Source: an optimization exercise on an open RTL-to-GDS flow (aim: small area). Production flows keep margins and buffers that such runs may drop. Function was checked by simulation only, so behaviour that the tests miss may differ from the original. Power is estimated from default activity; no workload was simulated.

// switch_core
module switch_core (
    input  wire         switch_clk,
    input  wire         arst_n_i,
    input  wire  [3:0]   frame_eof_i,
    input  wire  [191:0] src_mac_i,
    input  wire  [191:0] dst_mac_i,
    input  wire  [31:0]  start_ptr_i,
    input  wire  [3:0]   voq_pop_i,
    output wire  [31:0]  voq_ptr_o,
    output wire  [3:0]   voq_valid_o,
    output wire  [3:0]   voq_drop_o
);
export LEC_CHECK = 0
export CAP_MARGIN = 0
export CORE_MARGIN = 2
export CORE_UTILIZATION = 60
export SETUP_SLACK_MARGIN = 0.05
export SLEW_MARGIN = 0
create_clock -name core_clock -period 5.0 [get_ports {switch_clk}]
standard.sh (not shown) runs the stock make flow with config.mk's settings and CLKGATE_MAP_FILE= SYNTH_SCRIPT=/design/flow/synth_recipe.tcl, a recipe that flattens the netlist after the stock synthesis.
==> flow/flow/run.sh <==
#!/bin/bash
# ORFS layout of the design, as the standard.sh runs it, with three changes:
#  - synthesis maps the logic with an area-oriented ABC script (flow/synth.tcl)
#  - the port buffers are the smallest plain buffer
#  - CTS builds the tree from clkbuf_16 without dummy loads
set -euo pipefail
W=$PWD
export MY_ABC_SCRIPT=$W/flow/abc_area.script
export BUFFER_PORTS_ARGS="-buffer_cell sky130_fd_sc_hd__buf_1"
export CTS_ARGS="-sink_clustering_enable -repair_clock_nets -dont_use_dummy_load -buf_list sky130_fd_sc_hd__clkbuf_16 -sink_clustering_size 26 -sink_clustering_max_diameter 90"
make -C "$FLOW_HOME" DESIGN_CONFIG="$FLOW_CONFIG" WORK_HOME="$W/orfs" CLKGATE_MAP_FILE= \
  SYNTH_SCRIPT="$W/flow/synth.tcl" finish > "$W/make_finish.log" 2>&1
R=$W/orfs/results/$FLOW_PLATFORM/switch_core/base
: # left out here: write the final layout as DEF
==> flow/flow/abc_area.script <==
&get -n
&st
&dch -f
&nf -a -R 1000
&st
&dch -f
&nf -a -R 1000
&put
==> flow/flow/synth.tcl <==
# The standard flow's synthesis script (synth_recipe.tcl) with one change: ABC maps the
# combinational logic with an area-oriented script (flow/abc_area.script)
# instead of ORFS's speed script. Flip-flop mapping, flattening and renaming
# are unchanged.
proc synth {args} { yosys synth -nofsm -noshare {*}$args }
proc abc {args} {
  set i [lsearch -exact $args -script]
  if {$i >= 0} { lset args [expr {$i + 1}] $::env(MY_ABC_SCRIPT) }
  yosys abc {*}$args
}
source $::env(SCRIPTS_DIR)/synth.tcl
# left out here: clear keep_hierarchy, flatten, clean up, hide names made inside functions, write 1_2_yosys.v
Rerun with:
==> flow/flow/run.sh (replaced) <==
#!/bin/bash
# ORFS layout of the design, as the standard.sh runs it, with these changes:
#  - synthesis maps the logic with an area-oriented ABC script (flow/synth.tcl)
#  - the port buffers are the smallest plain buffer
#  - CTS builds the tree from clkbuf_8 without dummy loads
#  - floorplan skips its pre-placement timing repair (REMOVE_ABC_BUFFERS), which
#    upsized gates on nets that placement buffers anyway
set -euo pipefail
W=$PWD
export MY_ABC_SCRIPT=$W/flow/abc_area.script
export REMOVE_ABC_BUFFERS=1
export BUFFER_PORTS_ARGS="-buffer_cell sky130_fd_sc_hd__buf_1"
export CTS_ARGS="-sink_clustering_enable -repair_clock_nets -dont_use_dummy_load -buf_list sky130_fd_sc_hd__clkbuf_8 -sink_clustering_size 16 -sink_clustering_max_diameter 80"
make -C "$FLOW_HOME" DESIGN_CONFIG="$FLOW_CONFIG" WORK_HOME="$W/orfs" CLKGATE_MAP_FILE= \
  SYNTH_SCRIPT="$W/flow/synth.tcl" finish > "$W/make_finish.log" 2>&1
R=$W/orfs/results/$FLOW_PLATFORM/switch_core/base
: # left out here: write the final layout as DEF
==> flow/flow/abc_area.script (replaced) <==
&get -n
&st
&syn4
&dch -f
&nf -a -R 1000
&st
&dch -f
&nf -a -R 1000
&put
--- a/flow/config.mk
+++ b/flow/config.mk
@@ -10,3 +10,3 @@
 export CORE_UTILIZATION = 60
-export SETUP_SLACK_MARGIN = 0.05
+export SETUP_SLACK_MARGIN = 0.1
 export SLEW_MARGIN = 0
The new run completed with no timing, DRC or antenna violations.
Via count goes up by about 1.7%.
Design area goes down by 0.85%.
Count of clock-buffer cells in the layout goes up by 36.
Utilization goes down by 0.58 points.
Power goes down by 1.6%.
Flip-flop and latch count is unchanged.
Worst setup slack improves by 0.12 ns.
Synthesized area barely changes.
Critical path depth goes up by 1.
Cell count goes up by about 3%.
Rerun with:
--- a/flow/flow/run.sh
+++ b/flow/flow/run.sh
@@ -1,3 +1,3 @@
 #!/bin/bash
-# ORFS layout of the design, as the standard.sh runs it, with these changes:
+# ORFS layout of the design, as the standard.sh runs it, with three changes:
 #  - synthesis maps the logic with an area-oriented ABC script (flow/synth.tcl)
@@ -5,4 +5,2 @@
 #  - CTS builds the tree from clkbuf_8 without dummy loads
-#  - floorplan skips its pre-placement timing repair (REMOVE_ABC_BUFFERS), which
-#    upsized gates on nets that placement buffers anyway
 set -euo pipefail
@@ -10,3 +8,2 @@
 export MY_ABC_SCRIPT=$W/flow/abc_area.script
-export REMOVE_ABC_BUFFERS=1
 export BUFFER_PORTS_ARGS="-buffer_cell sky130_fd_sc_hd__buf_1"
==> flow/flow/abc_area.script (replaced) <==
&get -n
&st
&dch -f
&nf -a -R 1000
&st
&dch -f
&nf -a -R 1000
&put
--- a/flow/config.mk
+++ b/flow/config.mk
@@ -10,3 +10,3 @@
 export CORE_UTILIZATION = 60
-export SETUP_SLACK_MARGIN = 0.1
+export SETUP_SLACK_MARGIN = 0.05
 export SLEW_MARGIN = 0
=> Design area increases by 0.64%. Clock power hardly moves. Sequential power hardly moves. Area after synthesis stays flat. Hold slack is better by 0.19 ns. Power grows by 0.50%.
Rerun with:
--- a/flow/flow/run.sh
+++ b/flow/flow/run.sh
@@ -5,2 +5,4 @@
 #  - CTS builds the tree from clkbuf_8 without dummy loads
+#  - floorplan skips its pre-placement timing repair (REMOVE_ABC_BUFFERS), which
+#    upsized gates on nets that placement buffers anyway
 set -euo pipefail
@@ -8,2 +10,3 @@
 export MY_ABC_SCRIPT=$W/flow/abc_area.script
+export REMOVE_ABC_BUFFERS=1
 export BUFFER_PORTS_ARGS="-buffer_cell sky130_fd_sc_hd__buf_1"
The new run completed with no timing, DRC or antenna violations.
Combinational power shrinks by about 2%.
Die area stays the same.
Final cell count is lower by 0.51%.
Non-clock buffer count falls by 20.
Setup slack improves by 0.11 ns.
Area after synthesis is unchanged.
First-iteration DRC count came out higher by 4.4%.
Clock skew is lower by 0.014 ns.
Count of clock-buffer cells in the layout stays the same.
Routed wire length falls by 0.80%.
Rerun with:
--- a/flow/flow/run.sh
+++ b/flow/flow/run.sh
@@ -5,4 +5,2 @@
 #  - CTS builds the tree from clkbuf_8 without dummy loads
-#  - floorplan skips its pre-placement timing repair (REMOVE_ABC_BUFFERS), which
-#    upsized gates on nets that placement buffers anyway
 set -euo pipefail
@@ -10,3 +8,2 @@
 export MY_ABC_SCRIPT=$W/flow/abc_area.script
-export REMOVE_ABC_BUFFERS=1
 export BUFFER_PORTS_ARGS="-buffer_cell sky130_fd_sc_hd__buf_1"
==> flow/flow/abc_area.script (replaced) <==
&get -n
&st
&syn4
&dch -f
&nf -a -R 1000
&st
&dch -f
&nf -a -R 1000
&put
--- a/flow/config.mk
+++ b/flow/config.mk
@@ -10,2 +10,3 @@
 export CORE_UTILIZATION = 60
+export GPL_TIMING_DRIVEN = 0
 export SETUP_SLACK_MARGIN = 0.05
Result: Hold slack is worse by 0.064 ns. Flip-flop and latch count is unchanged. Design area climbs by a few percent. Core utilization is higher by 1.4 points. Setup slack is worse by 0.16 ns. Clock power is lower slightly. Die area is about the same. Area after synthesis is about the same.

==> afterwards: timing with drivers on the ports <==
The flow's constraints put no driver on any port. The routed layouts listed below were extracted and timed again, unchanged, in two steps. Step 1 sets driving cells, clkbuf_16 on the clock port and buf_2 on the other inputs (assumed; they add their load-dependent delay and slew). Step 2, shift: input delay + t, output delay - t, t = (earliest + latest rising clock arrival at the registers) / 2. This alone moves slack from input paths to output paths. Three values: ideal ports, drivers, drivers and shift; two values: the first two.
run	shift t [ns]	setup WS [ns]	worst hold slack (ns)	worst setup path at the end	slew at the worst register clock pin (ns)
the first run	0.730	0.217 / 0.217 / 0.217	0.362 / 0.362 / 0.362	register to register	0.11 / 0.11
the second run	0.782	0.336 / 0.336 / 0.336	0.152 / 0.106 / 0.362	register to register	0.10 / 0.10
the third run	0.786	0.334 / 0.334 / 0.334	0.340 / 0.340 / 0.340	register to register	0.11 / 0.11
the fourth run	0.803	0.446 / 0.446 / 0.446	0.358 / 0.339 / 0.358	register to register	0.10 / 0.10
the fifth run	0.786	0.283 / 0.283 / 0.283	0.294 / 0.246 / 0.361	register to register	0.11 / 0.11
After both steps every run listed still meets setup and hold.
